From an optimization exercise on the open Yosys and OpenROAD flow, aimed at small area; shortcuts taken in it are not production practice.
Only simulation tests tie the RTL to the original design; equivalence was not proved.
No activity file was given, so power comes from the tool's default toggle rates.

Setup of amber:
## gecko_reg_scoreboard
module gecko_reg_scoreboard #(
  parameter logic [31:0] REG_RESET_VALUE = 32'h0000_0000,
  parameter bit          ERROR_STICKY    = 1'b1
) (
  input  logic                    clk,
  input  logic                    rst,
  input  logic                    issue_valid,
  output logic                    issue_ready,
  input  logic [4:0]              issue_reg_addr,
  input  logic                    wb_valid,
  input  logic [4:0]              wb_reg_addr,
  input  logic [31:0]             wb_value,
  input  logic [4:0]              rs1_addr,
  input  logic [4:0]              rs2_addr,
  output logic [31:0]             rs1_value,
  output logic [31:0]             rs2_value,
  output logic [32*gecko_reg_scoreboard_pkg::STATUS_W-1:0]  reg_status,
  output logic                    underflow_error
);
==> flow/config.mk <==
export PLATFORM = sky130hd
export DESIGN_NAME = gecko_reg_scoreboard
export DESIGN_NICKNAME = gecko_reg_scoreboard
export VERILOG_FILES = /design/flow/design.v
export SDC_FILE = /design/flow/constraint.sdc
export NUM_CORES = 4
export LEC_CHECK = 0
export CAP_MARGIN = 0
export CORE_MARGIN = 2
export CORE_UTILIZATION = 50
export CTS_BUF_LIST = sky130_fd_sc_hd__clkbuf_4 sky130_fd_sc_hd__clkbuf_8
export SLEW_MARGIN = 0
export SYNTH_HIERARCHICAL = 1
==> flow/constraint.sdc <==
create_clock -name core_clock -period 5.5 [get_ports {clk}]
set_input_delay 1.1000 -clock core_clock [delete_from_list [all_inputs] [get_ports {clk}]]
set_output_delay 1.1000 -clock core_clock [all_outputs]
set_load 0.01 [all_outputs]
standard.sh (not shown) runs the stock make flow with config.mk's settings and CLKGATE_MAP_FILE= SYNTH_SCRIPT=/design/flow/synth_recipe.tcl, a recipe that flattens the netlist after the stock synthesis.
==> flow/flow/run.sh <==
#!/bin/bash
set -o pipefail
cp standard.sh standard_sh_copy.log
export BUFFER_PORTS_ARGS="-buffer_cell sky130_fd_sc_hd__buf_1"
export CTS_ARGS="-sink_clustering_enable -repair_clock_nets -dont_use_dummy_load"
export RECOVER_POWER=100
bash standard.sh > standard_flow.log 2>&1
No crash in amber: every stage finished, but the layout fails its final checks due to capacitance limit, slew limit.
diff inputs: amber => onyx
-- flow/config.mk --
<<< amber, line 10
export CORE_UTILIZATION = 50
export CTS_BUF_LIST = sky130_fd_sc_hd__clkbuf_4 sky130_fd_sc_hd__clkbuf_8
>>> onyx, line 10
export CORE_UTILIZATION = 65
export PLACE_DENSITY = 0.75
==> comparison <==
STATUS run=onyx STAGES=ALL_DONE FINAL_CHECKS=FAILED CAUSE=capacitance limit, slew limit
amber → onyx: power per cell area ~0 delta; area of all placed cells without fillers -1000 sq um; floorplan row count -12%.
Modified inputs, harbor compared to onyx
==> flow/run.sh (new file) <==
#!/bin/bash
# synth_recipe.tcl (not shown) runs the flow's synth.tcl, then flattens the netlist and writes it again
# the make line also repeats each setting of config.mk as NAME=value (left out here)
make -C /OpenROAD-flow-scripts/flow DESIGN_CONFIG=/design/flow/config.mk WORK_HOME=/design/flow/orfs CLKGATE_MAP_FILE= SYNTH_SCRIPT=/design/flow/synth_recipe.tcl finish
-- flow/config.mk --
<<< onyx, line 8
export CAP_MARGIN = 0
>>> harbor, line 8
export CAP_MARGIN = 20
<<< onyx, line 10
export CORE_UTILIZATION = 65
export PLACE_DENSITY = 0.75
export SLEW_MARGIN = 0
>>> harbor, line 10
export CORE_UTILIZATION = 40
export SLEW_MARGIN = 20
removed: flow/flow/run.sh
removed: flow/standard.sh
harbor: flow complete, layout not clean; failing: setup timing
A uppermost metal layer occupied by signal nets of met4 is what harbor shows, while met5 belongs to onyx.
In the reports for onyx and harbor, the smaller fraction of standard cell area that is sequential belongs to harbor.
Changes observed in harbor relative to onyx: post-synthesis to final-layout area growth went up; global-route usage decreased 14 points; cell area now larger; non-clock buffering overhead in the final layout shows an increase of 5.0 points; antenna cell count went up by 1.
harbor: total chip power 1.8 mW above onyx
harbor gives more total via count in the routed design than onyx did.
The instance count of the mapped netlist was comparable across onyx and harbor.
Between onyx and harbor, the difference in area after synthesis is negligible.
Looking at largest net degree at the start of global routing, harbor sits 35% below onyx.

## separate check: timing with driven ports
The results above use ideal ports. As a check the final layouts listed here were re-extracted and re-timed, cells and wires unchanged.
Step 1, drivers: a clkbuf_16 drives clk and a buf_2 each remaining input, both assumed.
Step 2 times the ports against the registers' clock, not the clock port: input delays grow and output delays shrink by t, the midpoint of the rising clock arrivals with the driver on.
Three values: no drivers, after step 1, after step 2; two values: the first two.
| run | t, ns | setup WS [ns] | worst hold slack (ns) |
|---|---|---|---|
| amber | 0.732 | 0.200 / 0.176 / -0.330 | 0.552 / 0.552 / 0.552 |
| onyx | 0.710 | 0.145 / 0.117 / -0.174 | 0.546 / 0.546 / 0.546 |
| harbor | 0.764 | -0.083 / -0.111 / -0.111 | 0.551 / 0.551 / 0.551 |
The setup slack of amber, which loses most, moves by -0.024 ns with the drivers and by -0.530 ns with both steps.
